Source: an optimization exercise on an open RTL-to-GDS flow (aim: small area and a short achievable clock period). Production flows keep margins and buffers that such runs may drop.
The RTL was checked by simulation tests, not by an equivalence proof against the original design.
Power figures rest on the tool's default switching activity, not on a simulated workload.

==> flow/design.v <==
`timescale 1ns/10ps
package ccPkg;
	parameter int CellCount = 16;
	parameter int WordWidth = 32;
	parameter int VoltWidth = WordWidth / 2;
	parameter int CouplingY = 8;
	parameter int CouplingXY = 3;
	parameter int CouplingShift = 6;
	parameter int SinkCredits = 2;
endpackage
`timescale 1ns/10ps
module wordLineLoader #(
	parameter int WordLinesPerBlock = 8192
) (
	input logic clk,
	input logic reset,
	input logic inValid,
	input logic [ccPkg::CellCount*ccPkg::WordWidth-1:0] inWords,
	output logic laneValid,
	output logic laneFirst,
	output logic [ccPkg::CellCount*ccPkg::VoltWidth-1:0] laneVictim,
	output logic [ccPkg::CellCount*ccPkg::VoltWidth-1:0] laneStep
);
	localparam int CellCount = ccPkg::CellCount;
	localparam int WordWidth = ccPkg::WordWidth;
	localparam int VoltWidth = ccPkg::VoltWidth;
	localparam int LineBits = CellCount * VoltWidth;
	localparam int CountWidth = $clog2(WordLinesPerBlock);
	logic [CountWidth-1:0] wordCount;
	logic blockStart;
	logic seenLine;
	logic [LineBits-1:0] clampedStep;
	logic [LineBits-1:0] stepQ;
	logic [LineBits-1:0] presentQ;
	assign blockStart = (wordCount == '0);
	for (genvar c = 0; c < CellCount; c++)
	begin : gStep
		logic [VoltWidth-1:0] diff;
		logic noBorrow;
		ccAdd #(
			.Width(VoltWidth)
		) i_sub (
			.a(inWords[c*WordWidth+VoltWidth +: VoltWidth]),
			.b(~inWords[c*WordWidth +: VoltWidth]),
			.cin(1'b1),
			.sum(diff),
			.cout(noBorrow)
		);
		assign clampedStep[c*VoltWidth +: VoltWidth] = (noBorrow && !blockStart) ? diff : '0;
	end
	always_ff @(posedge clk or posedge reset)
	begin
		if (reset)
		begin
			wordCount <= '0;
			laneValid <= 1'b0;
		end
		else
		begin
			laneValid <= inValid;
			if (inValid)
				wordCount <= (wordCount == CountWidth'(WordLinesPerBlock - 1)) ? '0 : wordCount + 1'b1;
		end
	end
	always_ff @(posedge clk)
	begin
		stepQ <= clampedStep;
		for (int c = 0; c < CellCount; c++)
			presentQ[c*VoltWidth +: VoltWidth] <= inWords[c*WordWidth+VoltWidth +: VoltWidth];
	end
	always_ff @(posedge clk or posedge reset)
	begin
		if (reset)
			seenLine <= 1'b0;
		else if (laneValid)
			seenLine <= 1'b1;
	end
	assign laneFirst = !seenLine;
	always_ff @(posedge clk)
	begin
		if (laneValid)
			laneVictim <= presentQ;
	end
	assign laneStep = stepQ;
endmodule
`timescale 1ns/10ps
module ccAdd #(
	parameter int Width = 16
) (
	input logic [Width-1:0] a,
	input logic [Width-1:0] b,
	input logic cin,
	output logic [Width-1:0] sum,
	output logic cout
);
	localparam int Nodes = Width + 1;
	localparam int Levels = $clog2(Nodes);
	logic [Width-1:0] gen;
	logic [Width-1:0] prop;
	logic [Nodes-1:0] grpG [2*Levels];
	logic [Nodes-1:0] grpP [2*Levels];
	assign gen = a & b;
	assign prop = a ^ b;
	assign grpG[0] = {gen, cin};
	assign grpP[0] = {prop, 1'b0};
	for (genvar lv = 0; lv < Levels; lv++)
	begin : gUp
		for (genvar j = 0; j < Nodes; j++)
		begin : gNode
			if (j % (1 << (lv + 1)) == (1 << (lv + 1)) - 1)
			begin : gMerge
				assign grpG[lv+1][j] = grpG[lv][j] | (grpP[lv][j] & grpG[lv][j-(1<<lv)]);
				assign grpP[lv+1][j] = grpP[lv][j] & grpP[lv][j-(1<<lv)];
			end
			else
			begin : gPass
				assign grpG[lv+1][j] = grpG[lv][j];
				assign grpP[lv+1][j] = grpP[lv][j];
			end
		end
	end
	for (genvar lv = Levels - 1; lv >= 1; lv--)
	begin : gDown
		for (genvar j = 0; j < Nodes; j++)
		begin : gNode
			if (j % (1 << lv) == (1 << (lv - 1)) - 1 && j >= (1 << lv))
			begin : gMerge
				assign grpG[2*Levels-lv][j] = grpG[2*Levels-lv-1][j]
					| (grpP[2*Levels-lv-1][j] & grpG[2*Levels-lv-1][j-(1<<(lv-1))]);
				assign grpP[2*Levels-lv][j] = grpP[2*Levels-lv-1][j] & grpP[2*Levels-lv-1][j-(1<<(lv-1))];
			end
			else
			begin : gPass
				assign grpG[2*Levels-lv][j] = grpG[2*Levels-lv-1][j];
				assign grpP[2*Levels-lv][j] = grpP[2*Levels-lv-1][j];
			end
		end
	end
	assign sum = prop ^ grpG[2*Levels-1][Width-1:0];
	assign cout = grpG[2*Levels-1][Width];
endmodule
module couplingCell (
	input logic [ccPkg::VoltWidth-1:0] victim,
	input logic [ccPkg::VoltWidth-1:0] stepSelf,
	input logic [ccPkg::VoltWidth-1:0] stepLeft,
	input logic [ccPkg::VoltWidth-1:0] stepRight,
	output logic [ccPkg::VoltWidth:0] rowA,
	output logic [ccPkg::VoltWidth:0] rowB,
	output logic lowCarry
);
	localparam int VoltWidth = ccPkg::VoltWidth;
	localparam int CouplingShift = ccPkg::CouplingShift;
	localparam int TotalWidth = VoltWidth + CouplingShift + 1;
	typedef logic [TotalWidth-1:0] term_t;
	term_t vic64;
	term_t self8;
	term_t left1;
	term_t left2;
	term_t right1;
	term_t right2;
	term_t s1a, c1a, s1b, c1b;
	term_t s2, c2;
	term_t s3, c3;
	term_t sumRow;
	term_t carryRow;
	logic [CouplingShift-1:0] lowSum;
	always_comb
	begin
		vic64 = term_t'(victim) << CouplingShift;
		self8 = term_t'(stepSelf) << 3;
		left1 = term_t'(stepLeft);
		left2 = term_t'(stepLeft) << 1;
		right1 = term_t'(stepRight);
		right2 = term_t'(stepRight) << 1;
		s1a = left1 ^ left2 ^ right1;
		c1a = ((left1 & left2) | (left1 & right1) | (left2 & right1)) << 1;
		s1b = right2 ^ self8 ^ vic64;
		c1b = ((right2 & self8) | (right2 & vic64) | (self8 & vic64)) << 1;
		s2 = s1a ^ c1a ^ s1b;
		c2 = ((s1a & c1a) | (s1a & s1b) | (c1a & s1b)) << 1;
		s3 = s2 ^ c2 ^ c1b;
		c3 = ((s2 & c2) | (s2 & c1b) | (c2 & c1b)) << 1;
		sumRow = s3;
		carryRow = c3;
		{lowCarry, lowSum} = {1'b0, sumRow[CouplingShift-1:0]} + {1'b0, carryRow[CouplingShift-1:0]};
		rowA = sumRow[TotalWidth-1:CouplingShift];
		rowB = carryRow[TotalWidth-1:CouplingShift];
	end
endmodule
module couplingFinal (
	input logic [ccPkg::VoltWidth:0] rowA,
	input logic [ccPkg::VoltWidth:0] rowB,
	input logic lowCarry,
	input logic zero,
	output logic [ccPkg::VoltWidth-1:0] cellVth
);
	localparam int VoltWidth = ccPkg::VoltWidth;
	logic [VoltWidth:0] total;
	logic unused;
	ccAdd #(
		.Width(VoltWidth + 1)
	) i_add (
		.a(rowA),
		.b(rowB),
		.cin(lowCarry),
		.sum(total),
		.cout(unused)
	);
	assign cellVth = zero ? '0 : total[VoltWidth] ? '1 : total[VoltWidth-1:0];
endmodule
`timescale 1ns/10ps
module vthCollector (
	input logic clk,
	input logic reset,
	input logic push,
	input logic pushSoon,
	input logic [ccPkg::CellCount*ccPkg::VoltWidth-1:0] pushVth,
	output logic outValid,
	output logic [ccPkg::CellCount*ccPkg::VoltWidth-1:0] outVth,
	input logic outCredit,
	output logic inCredit
);
	localparam int LineBits = ccPkg::CellCount * ccPkg::VoltWidth;
	localparam int Depth = 3;
	logic [LineBits-1:0] store [Depth];
	logic [1:0] fill;
	logic [1:0] credits;
	logic [2:0] owed;
	logic pop;
	logic [Depth-1:0] slotLoad;
	logic [Depth-2:0] slotShift;
	logic [1:0] wrIdxNext;
	logic popNext;
	logic [1:0] fillNext;
	logic [1:0] creditsNext;
	logic [2:0] owedNext;
	assign fillNext = fill + {1'b0, push} - {1'b0, pop};
	assign creditsNext = credits + {1'b0, outCredit} - {1'b0, pop};
	assign owedNext = owed + {2'b00, pop} - {2'b00, inCredit};
	assign outValid = pop;
	assign popNext = (fillNext != 2'd0) && (creditsNext != 2'd0);
	assign wrIdxNext = fillNext - {1'b0, popNext};
	assign outVth = store[0];
	always_ff @(posedge clk)
	begin
		for (int i = 0; i < Depth; i++)
		begin
			if (slotLoad[i])
			begin
				if (i + 1 < Depth && slotShift[i % (Depth - 1)])
					store[i] <= store[(i + 1) % Depth];
				else
					store[i] <= pushVth;
			end
		end
	end
	always_ff @(posedge clk or posedge reset)
	begin
		if (reset)
		begin
			fill <= 2'd0;
			credits <= 2'd2;
			owed <= 3'd0;
			pop <= 1'b0;
			inCredit <= 1'b0;
			slotLoad <= '0;
			slotShift <= '0;
		end
		else
		begin
			fill <= fillNext;
			credits <= creditsNext;
			owed <= owedNext;
			pop <= popNext;
			inCredit <= ((owedNext != 3'd0) || popNext)
				&& ({1'b0, owedNext} + {2'b00, creditsNext} >= 4'd2);
			for (int i = 0; i < Depth; i++)
			begin
				if (i + 1 < Depth)
					slotShift[i % (Depth - 1)] <= popNext && 2'(i + 1) < fillNext;
				slotLoad[i] <= (popNext && i + 1 < Depth && 2'(i + 1) < fillNext)
					|| (pushSoon && wrIdxNext == 2'(i));
			end
		end
	end
endmodule
`timescale 1ns/10ps
module cciChannel #(
	parameter int WordLinesPerBlock = 8192
) (
	input logic clk,
	input logic reset,
	input logic inValid,
	input logic [ccPkg::CellCount*ccPkg::WordWidth-1:0] inWords,
	output logic inCredit,
	output logic outValid,
	output logic [ccPkg::CellCount*ccPkg::VoltWidth-1:0] outVth,
	input logic outCredit
);
	localparam int CellCount = ccPkg::CellCount;
	localparam int VoltWidth = ccPkg::VoltWidth;
	localparam int LineBits = CellCount * VoltWidth;
	localparam int RowBits = CellCount * (VoltWidth + 1);
	logic laneValid;
	logic laneFirst;
	logic sumFirstQ;
	logic [LineBits-1:0] laneVictim;
	logic [LineBits-1:0] laneStep;
	logic [RowBits-1:0] rowA;
	logic [RowBits-1:0] rowB;
	logic [CellCount-1:0] lowCarry;
	logic sumValid;
	logic [RowBits-1:0] rowAQ;
	logic [RowBits-1:0] rowBQ;
	logic [CellCount-1:0] lowCarryQ;
	logic [LineBits-1:0] cellVth;
	wordLineLoader #(
		.WordLinesPerBlock(WordLinesPerBlock)
	) i_loader (
		.clk(clk),
		.reset(reset),
		.inValid(inValid),
		.inWords(inWords),
		.laneValid(laneValid),
		.laneFirst(laneFirst),
		.laneVictim(laneVictim),
		.laneStep(laneStep)
	);
	for (genvar c = 0; c < CellCount; c++)
	begin : gCell
		couplingCell i_cell (
			.victim(laneVictim[c*VoltWidth +: VoltWidth]),
			.stepSelf(laneStep[c*VoltWidth +: VoltWidth]),
			.stepLeft((c == 0) ? '0 : laneStep[(c-1)*VoltWidth +: VoltWidth]),
			.stepRight((c == CellCount - 1) ? '0 : laneStep[(c+1)*VoltWidth +: VoltWidth]),
			.rowA(rowA[c*(VoltWidth+1) +: VoltWidth+1]),
			.rowB(rowB[c*(VoltWidth+1) +: VoltWidth+1]),
			.lowCarry(lowCarry[c])
		);
	end
	always_ff @(posedge clk or posedge reset)
	begin
		if (reset)
			sumValid <= 1'b0;
		else
			sumValid <= laneValid;
	end
	always_ff @(posedge clk)
	begin
		rowAQ <= rowA;
		rowBQ <= rowB;
		lowCarryQ <= lowCarry;
		sumFirstQ <= laneFirst;
	end
	for (genvar c = 0; c < CellCount; c++)
	begin : gFinal
		couplingFinal i_final (
			.rowA(rowAQ[c*(VoltWidth+1) +: VoltWidth+1]),
			.rowB(rowBQ[c*(VoltWidth+1) +: VoltWidth+1]),
			.lowCarry(lowCarryQ[c]),
			.zero(sumFirstQ),
			.cellVth(cellVth[c*VoltWidth +: VoltWidth])
		);
	end
	vthCollector i_collector (
		.clk(clk),
		.reset(reset),
		.push(sumValid),
		.pushSoon(laneValid),
		.pushVth(cellVth),
		.outValid(outValid),
		.outVth(outVth),
		.outCredit(outCredit),
		.inCredit(inCredit)
	);
endmodule
==> flow/flow/run.sh <==
#!/bin/bash
# The standard layout, with plain buffers on the ports instead of the delay
# cells buffer_ports picks by default. Make's output goes to standard.log;
# each ORFS step keeps its own log under orfs/logs.
set -euo pipefail
bash standard.sh "BUFFER_PORTS_ARGS=-buffer_cell sky130_fd_sc_hd__buf_2" finish > standard.log 2>&1
==> flow/standard.sh <==
#!/bin/bash
# synth_recipe.tcl (not shown) runs the flow's synth.tcl, then flattens the netlist and writes it again
# the make line also repeats each setting of config.mk as NAME=value (left out here)
make -C /OpenROAD-flow-scripts/flow DESIGN_CONFIG=/design/flow/config.mk WORK_HOME=/design/flow/orfs CLKGATE_MAP_FILE= SYNTH_SCRIPT=/design/flow/synth_recipe.tcl "${@:-finish}"
==> flow/config.mk <==
export PLATFORM = sky130hd
export DESIGN_NAME = cciChannel
export DESIGN_NICKNAME = cciChannel
export VERILOG_FILES = /design/flow/design.v
export SDC_FILE = /design/flow/constraint.sdc
export NUM_CORES = 4
export LEC_CHECK = 0
export CAP_MARGIN = 20
export CORE_MARGIN = 2
export CORE_UTILIZATION = 40
export PLACE_DENSITY = 0.6
export SETUP_SLACK_MARGIN = 4.5
export SLEW_MARGIN = 20
==> flow/constraint.sdc <==
create_clock -name core_clock -period 7.5 [get_ports {clk}]
set_input_delay 1.5000 -clock core_clock [delete_from_list [all_inputs] [get_ports {clk}]]
set_output_delay 1.5000 -clock core_clock [all_outputs]
set_load 0.01 [all_outputs]
==> impl_metrics.ini, run 1 <==
[timing]
period_share_pct = 41.9
period_needed_ns = 3.14
fin_setup_tns_ns = 0
slew_violations = 0
hold-worst-slack_ns = 0.335
fmax_mhz = 319
setup_viol = 0
hold_viol_final = 0
slew_headroom_pct = 11.0
worst_pin_slew_ns = 1.33
skew_ns = 0.0643
rsz0062_at_grt = yes

[synth]
synth_warnings = 11
synth_area_leaders = edfxtp_1 (29%), fa_1 (21%), dfxtp_1 (20%), ha_1 (8.1%), inv_1 (5.3%)
yosysUniqueCellTypes = 56
yosysTopAreaCell = edfxtp_1
yosysSeqAreaShare_pct = 49.8
syn_area_um2 = 104000
synth_common_cells = inv_1 (1,464), fa_1 (1,076), dfxtp_1 (1,025)
avgSynthCellArea_um2 = 13.0
synth_top_area_share_pct = 29.4
async_reset_ff_share_pct = 1.44
ys_ff_latch = 2079
synth_ff_type = dfxtp_1
yosysMostFrequentCell = inv_1
syn_nets = 10300
synthCells = 8021
synth_edf_count = 1024

[min_path]
min_from = i_loader.laneVictim[126]
hold_path_depth = 0
holdPathEnd = rowAQ[133]
hold_path.class = flip-flop to flip-flop

[global_route]
grt_pass1_wl_um = 424000
grt-ovfl-total = 0
grt_pass1_vias = 67600
grt_start_max_net_pins = 160
antenna_found_initial = 27
grtUsageTotal_pct = 21.5

[finish]
stdcell_count = 12500
fin_area_um2 = 124000
synthToLayoutAreaGrowth_pct = 18.6
num-nets-final = 11200
drive_gt1_share_pct = 18.8

[pwr]
switching_share_pct = 38.9
p_sw_mw = 21.8
internal_power_mw = 34.2
design_power_total_mw = 56.0
power_frac_comb_pct = 43.1
clockPowerShare_pct = 20.3
seqPwrFrac_pct = 36.6
power_density_nw_per_um2 = 452
ir_worst_vdd_uv = 307
p_leak_nw = 54.0

[cts]
cts.sinks = 2079
cts_tree = built
clockRootBuffer = clkbuf_16
cts_max_level = 4
cts_buffer_depth = 3
insertion_delay_ns = 0.88
cts-buffers-inserted = 223
clk_pin_slew_ns = 0.06

[detailed_routing]
drt_pass1_iterations = 6
drt-initial-drc-count = 5119
num_vias = 63900
wl_per_cell_um = 22.9
viasPerCell = 5.11
drc_errors = 0
finalWirelength_um = 287000
ant_nets = 0

[status]
status = finished clean

[place]
dpl-instance-area_um2 = 113000
dp_cells = 12000
finalWeightedCongestion = 0.892
dpl.hpwl_um = 218000
portBuffers = 773

[critical_path]
cp_top_family = flip-flops
critical_path_class = flip-flop to primary output
cp-start-kind = flip-flop
r2r_cells = 10
r2r_slack_ns = 4.50
worstPathCellList = buf_2
path_buf_inv = 1
cp.arrival_ns = 1.64
required_ns = 6.00
cp-end-kind = primary output
r2r_end = i_collector.store[0][174]
path_max_fanout = 1
r2r-start = rowAQ[172]
critical_path.max_stage_delay_ns = 0.57
slowest_stage = edfxtp_1

[floorplanning]
die_y_um = 515
row_count = 187
dieArea_um2 = 265000
io_pins = 774
core_area_um2 = 260000
initial_core_util_pct = 40.2
die_width_um = 515

[flow_run]
max_cap_violations = 0
==> kinds of logic (layout without fill, tap and decap cells) <==
| family | after synthesis | after routing | share of synthesized area, % |
|---|---|---|---|
| AO/OA/AOI/OAI | 1456 | 1456 | 9.58 |
| other | 0 | 10 | 0 |
| AND/OR/NAND/NOR | 801 | 802 | 3.56 |
| adder cells (fa/ha/maj) | 1751 | 1751 | 28.7 |
| XOR/XNOR | 243 | 243 | 2.04 |
| buffers and inverters | 1690 | 2769 | 6.27 |
| flip-flops | 2079 | 2079 | 49.8 |
| multiplexers | 1 | 1 | 0.00959 |
==> area by class of cell <==
| class | instances | area [µm²] |
|---|---|---|
| Antenna cell | 10 | 25.0 |
| Clock buffer | 309 | 6300 |
| Clock inverter | 118 | 1350 |
| Fill cell | 22800 | 136000 |
| Inverter | 1464 | 5560 |
| Multi-Input combinational cell | 4253 | 49100 |
| Sequential cell | 2079 | 52200 |
| Tap cell | 3402 | 4260 |
| Timing Repair Buffer | 878 | 5060 |
==> power groups by stage <==
| stage | logic (mW) | registers (mW) | clock network (mW) |
|---|---|---|---|
| after floorplan | 14.5 | 20.0 | 0 |
| after global placement | 21.3 | 20.6 | 0 |
| after detailed placement | 22.2 | 20.7 | 0 |
| after CTS | 23.5 | 20.5 | 11.6 |
| after global routing | 27.2 | 20.8 | 12.1 |
| final | 24.1 | 20.5 | 11.4 |
==> layout by cell type, fill, tap and decap left out, types with 84 or more instances in the layout <==
master and instances:
dfxtp_1 984, fa_1 1048, a221oi_1 344, inv_1 1443
nand2b_1 124, a21oi_1 520, buf_2 750, clkbuf_16 230
o21ai_0 124, edfxtp_1 1024, ha_1 629, nand2_1 145
xor2_1 142, nor2_1 363, buf_4 84
==> layer usage <==
metal	vias to the layer above	share of wire, %	track usage, %
met5	-	0.0073	0
met2	1945	49	35.8
li1	28900	-	-
met4	4	3.7	7.40
met3	407	5.8	3.28
met1	32700	42	28.6
==> timing repair <==
item | CTS | global route
buffers inserted | 31 | 44
cloned | 0 | 1
gates resized for setup | 299 | 231
hold buffers | 0 | 0
setup endpoints to repair | 889 | 867
pin swaps | 45 | 120
==> registers in the layout (all words and copies together) (netlist names), 2 cells and up <==
register,count
i_loader.wordCount,13
i_loader.presentQ,256
i_collector.owed,3
rowBQ,240
i_collector.credits,2
i_collector.slotShift,2
i_loader.stepQ,256
rowAQ,256
i_collector.slotLoad,3
lowCarryQ,16
i_loader.laneVictim,256
i_collector.fill,2
i_collector.store,768
==> how the worst max path moves through the flow <==
| stage | start | endpoint | slack [ns] | depth (start not counted) |
|---|---|---|---|---|
| after floorplan | inWords[194] | i_loader.stepQ[110] | 3.99 | 13 |
| after global placement | inWords[34] | i_loader.stepQ[24] | 3.22 | 12 |
| after detailed placement | inWords[35] | i_loader.stepQ[27] | 3.11 | 12 |
| after CTS | i_collector.store[0][143] | outVth[143] | 4.24 | 1 |
| after global routing | i_collector.store[0][143] | outVth[143] | 4.27 | 1 |
| final | i_collector.store[0][143] | outVth[143] | 4.36 | 1 |
==> through the flow <==
step                      setup WS (ns)  utilization (%)
after floorplan                    3.99                -
after global routing               4.27             47.7
after CTS                          4.24             47.0
after detailed placement           3.11             43.3
after global placement             3.22             43.3
final                              4.36             47.7
==> run 2: changes to the inputs <==
==> flow/flow/run.sh (replaced) <==
#!/bin/bash
# The standard layout, with plain buffers on the ports instead of the delay
# cells buffer_ports picks by default. Make's output goes to standard.log;
# each ORFS step keeps its own log under orfs/logs.
set -euo pipefail
bash standard.sh "BUFFER_PORTS_ARGS=-buffer_cell sky130_fd_sc_hd__buf_1" finish > standard.log 2>&1
--- a/flow/config.mk
+++ b/flow/config.mk
@@ -7,7 +7,7 @@
 export LEC_CHECK = 0
 export CAP_MARGIN = 20
 export CORE_MARGIN = 2
-export CORE_UTILIZATION = 40
-export PLACE_DENSITY = 0.6
+export CORE_UTILIZATION = 65
+export PLACE_DENSITY = 0.72
 export SETUP_SLACK_MARGIN = 4.5
 export SLEW_MARGIN = 20
==> impl_metrics.ini, run 2 <==
[critical_path]
cp-start-kind = flip-flop
cp-end-kind = primary output
cp_top_family = flip-flops
critical_path_class = flip-flop to primary output
worstPathCellList = clkbuf_2
path_buf_inv = 1
critical_path.max_stage_delay_ns = 0.58
cp.arrival_ns = 1.64
required_ns = 6.00
path_max_fanout = 1
slowest_stage = edfxtp_1

[floorplanning]
core_area_um2 = 160000
initial_core_util_pct = 65.3
row_count = 147
die_width_um = 405
die_y_um = 405
io_pins = 774
dieArea_um2 = 164000

[place]
portBuffers = 773
dpl-instance-area_um2 = 110000
finalWeightedCongestion = 0.905
dp_cells = 10700
dpl.hpwl_um = 201000
post-place-ws_ns = 3.44

[timing]
period_share_pct = 41.8
hold_viol_final = 0
slew_headroom_pct = 18.8
skew_ns = 0.0243
worst_pin_slew_ns = 1.22
setup_viol = 0
fin_setup_tns_ns = 0
setup_slack_ns = 4.36
fmax_mhz = 319
hold-worst-slack_ns = 0.338
slew_violations = 0
rsz0062_at_grt = yes
period_needed_ns = 3.14

[detailed_routing]
drt_pass1_iterations = 6
drt-initial-drc-count = 5722
finalWirelength_um = 270000
num_vias = 65200
ant_nets = 0
wl_per_cell_um = 24.2
drc_errors = 0
viasPerCell = 5.84

[synth]
synth_top_area_share_pct = 29.4
syn_area_um2 = 104000
ys_ff_latch = 2079
synth_warnings = 11
yosysTopAreaCell = edfxtp_1
async_reset_ff_share_pct = 1.44
syn_nets = 10300
synth_common_cells = inv_1 (1,464), fa_1 (1,076), dfxtp_1 (1,025)
synthCells = 8021
avgSynthCellArea_um2 = 13.0
synth_ff_type = dfxtp_1
synth_area_leaders = edfxtp_1 (29%), fa_1 (21%), dfxtp_1 (20%), ha_1 (8.1%), inv_1 (5.3%)
synth_edf_count = 1024
yosysSeqAreaShare_pct = 49.8
yosysMostFrequentCell = inv_1
yosysUniqueCellTypes = 56

[finish]
top_register = i_collector.store
largest_reg_flops = 768
synthToLayoutAreaGrowth_pct = 15.2
drive_gt1_share_pct = 10.7
final_common_cell = inv_1
fillers = 10500
final_cell_mix = inv_1 (1,444), fa_1 (1,044), edfxtp_1 (1,024)
stdcell_count = 11200
fin_area_um2 = 120000
final_util_pct = 75.2
num-nets-final = 11200

[pwr]
clockPowerShare_pct = 19.6
p_leak_nw = 51.6
design_power_total_mw = 55.0
p_sw_mw = 21.4
seqPwrFrac_pct = 37.6
internal_power_mw = 33.6
ir_worst_vdd_uv = 290
switching_share_pct = 38.9
power_frac_comb_pct = 42.8
power_density_nw_per_um2 = 457

[cts]
cts_tree = built
clk_pin_slew_ns = 0.06
cts_buffer_depth = 3
insertion_delay_ns = 0.84
cts_hold_buf = 0
cts-buffers-inserted = 211
cts_max_level = 4
cts.sinks = 2079
clockRootBuffer = clkbuf_16

[status]
status = finished clean

[min_path]
hold_path.class = flip-flop to flip-flop

[global_route]
grt_pass1_vias = 68200
antenna_found_initial = 12
grtUsageTotal_pct = 33.2
grt-ovfl-total = 0
grt_start_max_net_pins = 163
grt_pass1_wl_um = 402000

[flow_run]
max_cap_violations = 0
## run 2: changes by cell type in the layout (fill, tap and decap cells not counted), sizes merged
cell and delta:
clkinvlp -7, clkbuf +3, buf -46, diode -6, inv +13, nor2b +2
nand2b +6, clkinv -1
## run 2: metal layers
layer	vias up	part of all wire, %	global-route usage, %
li1	28800	-	-
met3	575	8.3	6.54
met5	-	0.042	0
met4	16	4.8	14.3
met2	2698	50	55.4
met1	33100	37	42.4
## run 2: kinds of logic (layout without fill, tap and decap cells)
kind of cell               count (synthesis)  count (layout)  synth area share, %
muxes                                      1               1              0.00959
AOI/OAI and AO/OA                       1456            1456                 9.58
other                                      0               4                    0
xor gates and xnor gates                 243             243                 2.04
adders and majority gates               1751            1751                 28.7
buffers and inverters                   1690            2731                 6.27
and+or+nand+nor                          801             810                 3.56
DFF                                     2079            2079                 49.8
## run 2: worst paths after layout
check | startpoint | to | slack, ns | depth (start not counted)
setup / recovery | i_collector.store[0][77] | outVth[77] | 4.36 | 1
hold / removal | i_loader.laneVictim[94] | rowAQ[99] | 0.34 | 0
setup reg to reg | rowBQ[187] | i_collector.store[0][184] | 4.47 | 10
hold reg to reg | i_loader.laneVictim[94] | rowAQ[99] | 0.34 | 0
min in group asynchronous | reset | i_loader.wordCount[6] | 0.74 | 3
max in group asynchronous | reset | i_collector.slotLoad[1] | 6.38 | 3
## run 2: final cells by class
type | instances | area (µm²) | area share, %
Multi-Input combinational cell | 4261 | 48900 | 40.6
Antenna cell | 4 | 10.0 | 0.00832
Clock inverter | 123 | 1180 | 0.979
Timing Repair Buffer | 866 | 3920 | 3.26
Tap cell | 2086 | 2610 | 2.17
Inverter | 1464 | 5560 | 4.62
Clock buffer | 278 | 5970 | 4.96
Sequential cell | 2079 | 52200 | 43.4
## run 2: power groups by stage
stage	logic (mW)	registers, mW	clock network, mW
after floorplan	14.5	20.0	0
after global placement	20.7	20.7	0
after detailed placement	21.6	20.7	0
after CTS	22.7	20.6	10.9
after global routing	26.3	21.0	11.3
final	23.5	20.7	10.8
## run 2: repair_timing
action,CTS,global route
resized for setup,239,317
cloned,2,7
pin swaps,38,112
endpoints found under the setup margin,723,696
setup buffers,13,45
==> run 3: changes to the inputs <==
--- a/flow/config.mk
+++ b/flow/config.mk
@@ -7,7 +7,7 @@
 export LEC_CHECK = 0
 export CAP_MARGIN = 20
 export CORE_MARGIN = 2
-export CORE_UTILIZATION = 65
-export PLACE_DENSITY = 0.72
-export SETUP_SLACK_MARGIN = 4.5
+export CORE_UTILIZATION = 55
+export PLACE_DENSITY = 0.6
+export SETUP_SLACK_MARGIN = 4.7
 export SLEW_MARGIN = 20
==> impl_metrics.ini, run 3 <==
[status]
status = finished clean

[synth]
yosysTopAreaCell = edfxtp_1
avgSynthCellArea_um2 = 13.0
yosysMostFrequentCell = inv_1
synth_common_cells = inv_1 (1,464), fa_1 (1,076), dfxtp_1 (1,025)
synth_warnings = 11
yosysSeqAreaShare_pct = 49.8
synth_edf_count = 1024
syn_nets = 10300
synth_top_area_share_pct = 29.4
yosysUniqueCellTypes = 56
ys_ff_latch = 2079
syn_area_um2 = 104000
synthCells = 8021
async_reset_ff_share_pct = 1.44
synth_ff_type = dfxtp_1
synth_area_leaders = edfxtp_1 (29%), fa_1 (21%), dfxtp_1 (20%), ha_1 (8.1%), inv_1 (5.3%)

[floorplanning]
core_area_um2 = 188000
io_pins = 774
row_count = 159
die_y_um = 440
initial_core_util_pct = 55.5
die_width_um = 440
dieArea_um2 = 193000

[place]
post-place-ws_ns = 3.26
dp_cells = 11100
finalWeightedCongestion = 0.898
dpl-instance-area_um2 = 110000
dpl.hpwl_um = 212000
portBuffers = 773

[critical_path]
cp_top_family = flip-flops
cp-start-kind = flip-flop
cp-end-kind = primary output
path_max_fanout = 1
critical_path_class = flip-flop to primary output
cp.arrival_ns = 1.64
path_buf_inv = 1
worstPathCellList = clkbuf_2
slowest_stage = edfxtp_1
required_ns = 6.00
critical_path.max_stage_delay_ns = 0.58

[finish]
num-nets-final = 11400
regArea_um2 = 52300
final_cell_mix = inv_1 (1,358), edfxtp_1 (1,024), fa_1 (995)
final_common_cell = inv_1
synthToLayoutAreaGrowth_pct = 23.2
drive_gt1_share_pct = 23.2
largest_reg_flops = 768
final_util_pct = 68.4
stdcell_count = 11800
top_register = i_collector.store
fillers = 13700
multi_input_area_um2 = 53500
fin_area_um2 = 129000

[flow_run]
max_cap_violations = 0

[detailed_routing]
drc_errors = 0
num_vias = 65500
finalWirelength_um = 291000
viasPerCell = 5.55
drt_pass1_iterations = 5
drt-initial-drc-count = 4017
wl_per_cell_um = 24.7
ant_nets = 0

[global_route]
grt-ovfl-total = 0
grt_pass1_wl_um = 425000
grt_busiest_layer = met2
grtUsageTotal_pct = 29.9
grt_util_met3_pct = 3.78
gr-usage-met1_pct = 36.0
gr-usage-met2_pct = 52.6
grt_pass1_vias = 68700
grt_start_max_net_pins = 167
antenna_found_initial = 6

[timing]
period_share_pct = 41.9
slew_headroom_pct = 3.39
skew_ns = 0.0212
hold_viol_final = 0
rsz0062_at_grt = yes
fin_setup_tns_ns = 0
setup_slack_ns = 4.36
setup_viol = 0
worst_pin_slew_ns = 1.45
fmax_mhz = 318
period_needed_ns = 3.14
slew_violations = 0
hold-worst-slack_ns = 0.340

[pwr]
design_power_total_mw = 59.6
ir_worst_vdd_uv = 281
p_leak_nw = 54.7
power_density_nw_per_um2 = 463

[cts]
cts-buffers-inserted = 217
cts_buffer_depth = 3
cts.sinks = 2079
clk_pin_slew_ns = 0.06
cts_hold_buf = 0
clockRootBuffer = clkbuf_16
insertion_delay_ns = 0.85
cts_tree = built
cts_max_level = 4

[min_path]
hold_path.class = flip-flop to flip-flop
[run 3: cell counts after synthesis]
No cell type changed its count.
[run 3: metal layers]
| metal | share of wire (%) | vias up |
|---|---|---|
| met5 | 0.0093 | - |
| met4 | 6.2 | 4 |
| met3 | 5.0 | 613 |
| met2 | 52 | 1965 |
| met1 | 37 | 33600 |
| li1 | - | 29300 |
[run 3: cells by family (layout without fill, tap and decap cells)]
group | Yosys count | after routing | synth area share, %
xor+xnor | 243 | 243 | 2.04
fa+ha+maj | 1751 | 1751 | 28.7
compound gates | 1456 | 1459 | 9.58
flops | 2079 | 2079 | 49.8
mux | 1 | 1 | 0.00959
simple gates | 801 | 818 | 3.56
other cells | 0 | 3 | 0
buf+inv | 1690 | 2950 | 6.27
[run 3: worst paths after layout]
kind                                            from                        end  slack, ns  depth (start not counted)
setup / recovery           i_collector.store[0][120]                outVth[120]       4.36                          1
hold / removal              i_loader.laneVictim[110]                 rowAQ[116]       0.34                          0
setup reg to reg                          rowAQ[189]  i_collector.store[0][189]       4.52                         11
hold reg to reg             i_loader.laneVictim[110]                 rowAQ[116]       0.34                          0
max in group asynchronous                      reset    i_collector.slotLoad[2]       6.43                          3
min in group asynchronous                      reset      i_loader.wordCount[8]       0.71                          3
[run 3: power by group]
group,internal (mW),total [mW],leakage (nW),switching [mW]
clock,6.67,11.2,3.68,4.54
sequential,17.6,20.4,18.7,2.82
combinational,12.2,28.0,32.3,15.7
[run 3: layout make-up]
type / instances / share of cell area [%]
antenna: 3 / 0.00584
clock buffer: 316 / 5.04
clock inverter: 90 / 0.777
inverter: 1464 / 4.33
multi-input combinational: 4272 / 41.6
sequential: 2079 / 40.6
tap: 2495 / 2.43
timing repair buffer: 1080 / 5.21
[run 3: what timing repair did]
item	CTS	global route
buffers inserted	123	135
pin swaps	232	451
resized for setup	794	1029
gates cloned	12	16
setup endpoints to repair	1321	1094
==> run 4: changes to the inputs <==
--- a/flow/config.mk
+++ b/flow/config.mk
@@ -9,5 +9,6 @@
 export CORE_MARGIN = 2
 export CORE_UTILIZATION = 55
 export PLACE_DENSITY = 0.6
-export SETUP_SLACK_MARGIN = 4.7
+export SETUP_SLACK_MARGIN = 4.5
 export SLEW_MARGIN = 20
+export TNS_END_PERCENT = 50
==> impl_metrics.ini, run 4 <==
[place]
post-place-ws_ns = 3.14
dpl.hpwl_um = 209000
finalWeightedCongestion = 0.909
portBuffers = 773

[synth]
async_reset_ff_share_pct = 1.44
synth_edf_count = 1024
yosysUniqueCellTypes = 56
yosysMostFrequentCell = inv_1
synth_ff_type = dfxtp_1
ys_ff_latch = 2079
avgSynthCellArea_um2 = 13.0
syn_area_um2 = 104000
yosysTopAreaCell = edfxtp_1
synth_warnings = 11
synth_area_leaders = edfxtp_1 (29%), fa_1 (21%), dfxtp_1 (20%), ha_1 (8.1%), inv_1 (5.3%)
synth_common_cells = inv_1 (1,464), fa_1 (1,076), dfxtp_1 (1,025)
yosysSeqAreaShare_pct = 49.8
synthCells = 8021
syn_nets = 10300
synth_top_area_share_pct = 29.4

[critical_path]
path_max_fanout = 1
cp-start-kind = flip-flop
critical_path_class = flip-flop to primary output
r2r_slack_ns = 4.49
critical_path.max_stage_delay_ns = 0.54
slowest_stage = edfxtp_1
worstPathCellList = buf_1
cp.arrival_ns = 1.58
path_buf_inv = 1
cp_top_family = flip-flops
cp-end-kind = primary output
required_ns = 6.00

[timing]
setup_viol = 0
slew_violations = 0
slew_headroom_pct = 2.60
period_share_pct = 41.1
hold-worst-slack_ns = 0.341
fmax_mhz = 324
hold_viol_final = 0
setup_slack_ns = 4.42
worst_pin_slew_ns = 1.46
period_needed_ns = 3.08
rsz0062_at_grt = yes
fin_setup_tns_ns = 0
skew_ns = 0.0304

[flow_run]
max_cap_violations = 0

[cts]
cts.sinks = 2079
clk_pin_slew_ns = 0.06
insertion_delay_ns = 0.86
cts_tree = built
cts_max_level = 4
cts_hold_buf = 0
cts-buffers-inserted = 217
clockRootBuffer = clkbuf_16
cts_buffer_depth = 3

[pwr]
power_density_nw_per_um2 = 458
design_power_total_mw = 55.4
ir_worst_vdd_uv = 300
p_leak_nw = 51.8

[detailed_routing]
wl_per_cell_um = 24.0
num_vias = 64000
drc_errors = 0
drt-initial-drc-count = 4032
viasPerCell = 5.53
ant_nets = 0
finalWirelength_um = 278000
drt_pass1_iterations = 5

[floorplanning]
row_count = 159
die_y_um = 440
io_pins = 774
dieArea_um2 = 193000
core_area_um2 = 188000
initial_core_util_pct = 55.5
die_width_um = 440

[global_route]
antenna_found_initial = 4
grtUsageTotal_pct = 28.9
grt_pass1_vias = 67300
grt_start_max_net_pins = 171
grt-ovfl-total = 0
grt_pass1_wl_um = 413000

[finish]
top_register = i_collector.store
largest_reg_flops = 768
drive_gt1_share_pct = 10.3
final_cell_mix = inv_1 (1,456), fa_1 (1,047), edfxtp_1 (1,024)
fillers = 14700
num-nets-final = 11200
synthToLayoutAreaGrowth_pct = 15.9
final_common_cell = inv_1

[min_path]
hold_path.class = flip-flop to flip-flop

[status]
status = finished clean
run 4: kinds of logic (layout without fill, tap and decap cells):
family / count (synthesis) / count (layout) / synth area share, %
multiplexers: 1 / 1 / 0.00959
buffers and inverters: 1690 / 2744 / 6.27
flip-flops: 2079 / 2079 / 49.8
XOR/XNOR: 243 / 243 / 2.04
AND/OR/NAND/NOR: 801 / 814 / 3.56
adder cells (fa/ha/maj): 1751 / 1751 / 28.7
other: 0 / 1 / 0
AO/OA/AOI/OAI: 1456 / 1456 / 9.58
run 4: per-stage QoR:
stage | area (µm²) | std cells | util, %
floorplan | 104000 | 8021 | -
global placement | 110000 | 11100 | 58.4
detailed placement | 110000 | 11100 | 58.4
CTS | 119000 | 11500 | 63.5
global route | 121000 | 11600 | 64.3
finish | 121000 | 11600 | 64.3
run 4: repair_timing:
| item | CTS | global route |
|---|---|---|
| setup endpoints to repair | 896 | 744 |
| gates cloned | 0 | 13 |
| resized for setup | 274 | 270 |
| pin swaps | 36 | 104 |
| buffers inserted | 20 | 37 |
run 4: per-layer routing:
layer / track usage (%) / vias to the layer above / part of all wire, % / wire (µm)
met4: 14.0 / 4 / 5.5 / 15400
met3: 3.59 / 520 / 4.7 / 13100
met1: 35.5 / 32900 / 38 / 107000
met2: 50.7 / 1809 / 51 / 143000
li1: - / 28800 / - / -
met5: 0 / - / 0.0083 / 23
run 4: where the power goes:
group,switching [mW],internal [mW]
logic,13.8,9.59
registers,2.79,17.6
clock network,4.62,7.07
total,21.2,34.3
run 4: path summary, 6_finish.rpt:
check,start,to,cells past startpoint
max,i_collector.store[0][175],outVth[175],1
min,i_loader.laneVictim[14],rowAQ[14],0
max reg2reg,rowAQ[189],i_collector.store[0][189],10
min reg2reg,i_loader.laneVictim[14],rowAQ[14],0
max in group asynchronous,reset,i_collector.slotShift[0],3
min in group asynchronous,reset,i_loader.wordCount[4],3
run 4: final cells by class:
class	count	area, µm²	area share [%]
sequential	2079	52100	43.1
multi-input combinational	4265	48600	40.1
clock buffer	298	6470	5.34
inverter	1464	5510	4.55
timing repair buffer	867	3820	3.15
tap	2495	3120	2.58
clock inverter	115	1450	1.20
antenna	1	2.50	0.00207
==> run 5: changes to the inputs <==
--- a/flow/config.mk
+++ b/flow/config.mk
@@ -11,4 +11,3 @@
 export PLACE_DENSITY = 0.6
 export SETUP_SLACK_MARGIN = 4.5
 export SLEW_MARGIN = 20
-export TNS_END_PERCENT = 50
==> impl_metrics.ini, run 5 <==
[detailed_routing]
viasPerCell = 5.53
drc_errors = 0
drt-initial-drc-count = 4393
num_vias = 64100
wl_per_cell_um = 24.0
drt_pass1_iterations = 6
ant_nets = 0
finalWirelength_um = 279000

[critical_path]
cp-end-kind = primary output
r2r-start = rowAQ[51]
cp-start-kind = flip-flop
slowest_stage = edfxtp_1
cp.arrival_ns = 1.64
cp_top_family = flip-flops
critical_path_class = flip-flop to primary output
worstPathCellList = clkbuf_2
path_max_fanout = 1
critical_path.max_stage_delay_ns = 0.57
required_ns = 6.00
critPathLaunch = i_collector.store[0][127]
path_buf_inv = 1

[cts]
cts_max_level = 4
clk_pin_slew_ns = 0.06
cts-buffers-inserted = 218
insertion_delay_ns = 0.86
cts.sinks = 2079
clockRootBuffer = clkbuf_16
cts_tree = built
cts_buffer_depth = 3
cts_hold_buf = 0

[synth]
synth_area_leaders = edfxtp_1 (29%), fa_1 (21%), dfxtp_1 (20%), ha_1 (8.1%), inv_1 (5.3%)
synth_top_area_share_pct = 29.4
yosysUniqueCellTypes = 56
async_reset_ff_share_pct = 1.44
syn_nets = 10300
yosysMostFrequentCell = inv_1
synth_ff_type = dfxtp_1
synth_common_cells = inv_1 (1,464), fa_1 (1,076), dfxtp_1 (1,025)
syn_area_um2 = 104000
synth_warnings = 11
synthCells = 8021
avgSynthCellArea_um2 = 13.0
yosysTopAreaCell = edfxtp_1
yosysSeqAreaShare_pct = 49.8
ys_ff_latch = 2079
synth_edf_count = 1024

[floorplanning]
dieArea_um2 = 193000
initial_core_util_pct = 55.5
io_pins = 774
die_width_um = 440
die_y_um = 440
row_count = 159
core_area_um2 = 188000

[timing]
slew_violations = 0
hold_viol_final = 0
fin_setup_tns_ns = 0
slew_headroom_pct = 19.5
worst_pin_slew_ns = 1.21
hold-worst-slack_ns = 0.336
period_share_pct = 41.9
rsz0062_at_grt = yes
period_needed_ns = 3.14
skew_ns = 0.0261
fmax_mhz = 318
setup_viol = 0

[place]
finalWeightedCongestion = 0.904
dpl-instance-area_um2 = 110000
portBuffers = 773
dpl.hpwl_um = 211000

[finish]
final_cell_mix = inv_1 (1,445), fa_1 (1,051), edfxtp_1 (1,024)
drive_gt1_share_pct = 11.0
top_register = i_collector.store
largest_reg_flops = 768
synthToLayoutAreaGrowth_pct = 16.1
fin_area_um2 = 121000
num-nets-final = 11200
final_common_cell = inv_1

[global_route]
antenna_found_initial = 4
grt-ovfl-total = 0
grtUsageTotal_pct = 29.1
grt_pass1_wl_um = 414000
grt_pass1_vias = 67500
grt_start_max_net_pins = 162

[pwr]
p_leak_nw = 51.9
ir_worst_vdd_uv = 374
power_density_nw_per_um2 = 455

[flow_run]
max_cap_violations = 0

[status]
status = finished clean

[min_path]
hold_path.class = flip-flop to flip-flop
min_from = i_loader.laneVictim[207]
## run 5: cell counts after synthesis
No cell type changed its count.
## run 5: worst reg2reg max path, cell delays in order, from the launching register on
cell	delay, ns
dfxtp_1	0.31
inv_1	0.05
fa_2	0.41
nand2b_4	0.17
a21oi_4	0.21
o2111ai_4	0.19
buf_4	0.19
o41ai_4	0.48
a21oi_4	0.31
a221oi_2	0.48
## run 5: cell type report
type	count	area [µm²]
tap	2495	3120
multi-input combinational	4258	49100
clock inverter	77	792
clock buffer	340	6540
fill	14700	67000
sequential	2079	52200
inverter	1464	5550
timing repair buffer	872	3950
antenna	4	10.0
## run 5: per-stage QoR
step | utilization (%) | setup slack [ns] | instances | power, mW
final | 64.4 | 4.36 | 11600 | 55.2
after global routing | 64.4 | 4.35 | 11600 | 59.1
after CTS | 63.6 | 4.30 | 11500 | 54.9
after detailed placement | 58.7 | 3.25 | 11100 | 42.5
after global placement | 58.7 | 3.30 | 11100 | 41.7
after floorplan | - | 3.99 | 8021 | 34.5
## run 5: timing repair
| action | CTS | global route |
|---|---|---|
| endpoints found under the setup margin | 816 | 650 |
| buffers inserted | 29 | 31 |
| gates resized for setup | 294 | 303 |
| cloned | 1 | 5 |
| pin swaps | 49 | 104 |
## run 5: kinds of logic after synthesis
group,count (synthesis),synth area share [%]
muxes,1,0.00959
adders and majority gates,1751,28.7
DFF,2079,49.8
xor gates and xnor gates,243,2.04
and+or+nand+nor,801,3.56
AOI/OAI and AO/OA,1456,9.58
buffers and inverters,1690,6.27
## run 5: final timing paths
| check | endpoint | slack (ns) | cells past startpoint |
|---|---|---|---|
| worst min-delay path | rowAQ[219] | 0.34 | 0 |
| worst max-delay path | outVth[127] | 4.36 | 1 |
| worst min register to register | rowAQ[219] | 0.34 | 0 |
| min in group asynchronous | i_loader.wordCount[3] | 0.71 | 3 |
| max in group asynchronous | i_collector.slotLoad[2] | 6.40 | 3 |
| worst max register to register | i_collector.store[0][56] | 4.48 | 9 |
## run 5: power breakdown
part	total, mW	internal (mW)	switching, mW
Clock	11.0	6.47	4.56
Combinational	23.7	9.82	13.9
Sequential	20.4	17.6	2.84
## run 5: layer usage
metal	routed length (µm)	GRT usage, %	vias up
li1	-	-	28800
met1	106000	35.6	32800
met2	143000	50.9	1948
met3	14100	3.71	515
met4	15300	14.1	2
met5	13	0	-
==> run 6: changes to the inputs <==
--- a/flow/config.mk
+++ b/flow/config.mk
@@ -9,5 +9,5 @@
 export CORE_MARGIN = 2
 export CORE_UTILIZATION = 55
 export PLACE_DENSITY = 0.6
-export SETUP_SLACK_MARGIN = 4.5
+export SETUP_SLACK_MARGIN = 4.3
 export SLEW_MARGIN = 20
==> impl_metrics.ini, run 6 <==
[status]
status = finished clean

[min_path]
hold_path_depth = 0
holdPathEnd = rowAQ[202]
min_from = i_loader.laneVictim[191]
hold_path.class = flip-flop to flip-flop

[detailed_routing]
routed-wl-met3_um = 13600
viasPerCell = 5.50
drt-initial-drc-count = 4171
num_vias = 63400
wl_met2_um = 142000
wl_per_cell_um = 23.9
drc_errors = 0
wl_met1_um = 105000
ant_nets = 0
highest_layer = met5
finalWirelength_um = 276000
drt_pass1_iterations = 5

[floorplanning]
io_pins = 774
die_width_um = 440
row_count = 159
dieArea_um2 = 193000
core_area_um2 = 188000
die_y_um = 440
initial_core_util_pct = 55.5

[finish]
synthToLayoutAreaGrowth_pct = 14.4
fin_area_um2 = 119000
largest_reg_flops = 768
num-nets-final = 11100
final_cell_mix = inv_1 (1,457), fa_1 (1,073), edfxtp_1 (1,024)
drive_gt1_share_pct = 7.86
final_common_cell = inv_1
top_register = i_collector.store

[critical_path]
cp.arrival_ns = 3.78
r2r_end = i_collector.store[0][188]
cp-end-kind = flip-flop
critical_path_class = flip-flop to flip-flop
r2r_cells = 8
r2r_slack_ns = 4.29
r2r-start = rowAQ[187]
cp-start-kind = flip-flop
required_ns = 8.07
path_max_fanout = 15

[timing]
period_needed_ns = 3.21
fin_setup_tns_ns = 0
slew_violations = 0
skew_ns = 0.0238
fmax_mhz = 312
rsz0062_at_grt = yes
period_share_pct = 42.8
setup_viol = 0
hold_viol_final = 0
worst_pin_slew_ns = 1.42
slew_headroom_pct = 5.56

[synth]
yosysUniqueCellTypes = 56
avgSynthCellArea_um2 = 13.0
yosysSeqAreaShare_pct = 49.8
synth_ff_type = dfxtp_1
synthCells = 8021
yosysTopAreaCell = edfxtp_1
async_reset_ff_share_pct = 1.44
syn_nets = 10300
syn_area_um2 = 104000
synth_area_leaders = edfxtp_1 (29%), fa_1 (21%), dfxtp_1 (20%), ha_1 (8.1%), inv_1 (5.3%)
synth_warnings = 11
synth_top_area_share_pct = 29.4
yosysMostFrequentCell = inv_1
ys_ff_latch = 2079
synth_edf_count = 1024
synth_common_cells = inv_1 (1,464), fa_1 (1,076), dfxtp_1 (1,025)

[cts]
cts-buffers-inserted = 217
insertion_delay_ns = 0.86
clockRootBuffer = clkbuf_16
cts_tree = built
cts_buffer_depth = 3
cts_max_level = 4
clk_pin_slew_ns = 0.06
cts.sinks = 2079
cts_hold_buf = 0

[pwr]
power_frac_comb_pct = 41.9
ir_worst_vdd_uv = 314
internal_power_mw = 33.5
p_sw_mw = 21.0
switching_share_pct = 38.5
seqPwrFrac_pct = 37.4
clockPowerShare_pct = 20.7
power_density_nw_per_um2 = 455
p_leak_nw = 51.1

[flow_run]
max_cap_violations = 0

[global_route]
antenna_found_initial = 2
grt_pass1_wl_um = 414000
grt-ovfl-total = 0
grtUsageTotal_pct = 29.0
grt_start_max_net_pins = 171
grt_pass1_vias = 67400

[place]
finalWeightedCongestion = 0.904
dpl.hpwl_um = 212000
portBuffers = 773
dpl-instance-area_um2 = 110000
-- run 6: cell counts after synthesis --
Identical to the previous run, type by type.
-- run 6: worst max-delay path by stage --
stage / start / end / slack, ns / cells after the start
finish: rowAQ[187] / i_collector.store[0][188] / 4.29 / 8
global placement: inWords[48] / i_loader.stepQ[30] / 3.41 / 12
floorplan: inWords[194] / i_loader.stepQ[110] / 3.99 / 13
global route: rowAQ[204] / i_collector.store[0][206] / 4.19 / 11
CTS: rowAQ[206] / i_collector.store[0][206] / 4.14 / 10
detailed placement: inWords[48] / i_loader.stepQ[16] / 3.37 / 12
-- run 6: final cells by class --
cell class | count | area, µm²
diodes | 1 | 2.50
clock buffers | 316 | 6700
clock inverters | 100 | 900
fillers | 14700 | 68700
inverters | 1464 | 5520
multi-input cells | 4252 | 47800
flip-flops and latches | 2079 | 52100
well taps | 2495 | 3120
repair buffers | 826 | 3390
-- run 6: cells by family after synthesis --
group,after synthesis,synth area share (%)
flip-flops,2079,49.8
buffers and inverters,1690,6.27
AO/OA/AOI/OAI,1456,9.58
AND/OR/NAND/NOR,801,3.56
multiplexers,1,0.00959
XOR/XNOR,243,2.04
adder cells (fa/ha/maj),1751,28.7
-- run 6: what timing repair did --
action | in CTS | in global routing
buffers inserted | 0 | 7
pin swaps | 2 | 11
endpoints found under the setup margin | 219 | 439
gates resized for setup | 111 | 122
-- run 6: stage by stage --
step	utilization [%]	hold WS, ns	worst slack, ns	std cells	total power, mW
6_report	63.5	0.337	4.29	11500	54.4
5_1_grt	63.5	0.347	4.19	11500	58.4
4_1_cts	63.1	0.340	4.14	11500	54.5
3_5_place_dp	58.7	0.327	3.37	11100	42.5
3_3_place_gp	58.6	0.327	3.41	11100	41.8
2_1_floorplan	-	0.323	3.99	8021	34.5
-- run 6: power groups by stage --
| stage | Sequential, mW | Combinational (mW) | Clock, mW |
|---|---|---|---|
| finish | 20.4 | 22.8 | 11.3 |
| global route | 20.7 | 25.8 | 11.9 |
| CTS | 20.4 | 22.7 | 11.4 |
| detailed placement | 20.6 | 22.0 | 0 |
| global placement | 20.5 | 21.3 | 0 |
| floorplan | 20.0 | 14.5 | 0 |
-- run 6: routing by layer --
| layer | global-route usage, % | vias to the layer above |
|---|---|---|
| met4 | 14.4 | 2 |
| met1 | 35.5 | 32300 |
| met5 | 0 | - |
| met2 | 50.7 | 1894 |
| li1 | - | 28700 |
| met3 | 3.71 | 493 |
-- run 6: worst max-delay path, cell delays in order (launching register included) --
cell       delay, ns
dfxtp_1         0.30
inv_1           0.05
fa_1            0.46
nand2b_1        0.18
a21oi_1         0.22
o2111ai_2       0.26
o41ai_4         0.49
a21oi_4         0.31
a221oi_2        0.66

static timing again, ports no longer ideal:
The results above use ideal ports. As a check the final layouts listed here were re-extracted and re-timed, cells and wires unchanged. Step 1: set_driving_cell puts a clkbuf_16 on clk and a buf_2 on each other input, an assumption about the parent block. Step 2 also shifts input and output timing later by t, the mid clock arrival at the registers, as if the neighbouring blocks saw the same clock. a / b / c = no drivers / after step 1 / after step 2; a / b = the first two.
run	shift t [ns]	setup slack, ns	clock arrival spread, ns	cell pins on the clock port's net
run 1	0.936	4.361 / 4.271 / 3.638	0.070 / 0.070	1
run 2	0.922	4.363 / 4.273 / 3.703	0.026 / 0.026	1
run 3	0.932	4.359 / 4.271 / 3.594	0.025 / 0.024	1
run 4	0.931	4.418 / 4.329 / 3.590	0.036 / 0.036	1
run 5	0.938	4.360 / 4.272 / 3.664	0.031 / 0.031	1
run 6	0.928	4.294 / 4.269 / 3.573	0.028 / 0.028	1
After both steps every run listed still meets setup and hold. The setup slack of run 4, which loses most, moves by -0.089 ns with the drivers and by -0.828 ns with both steps.
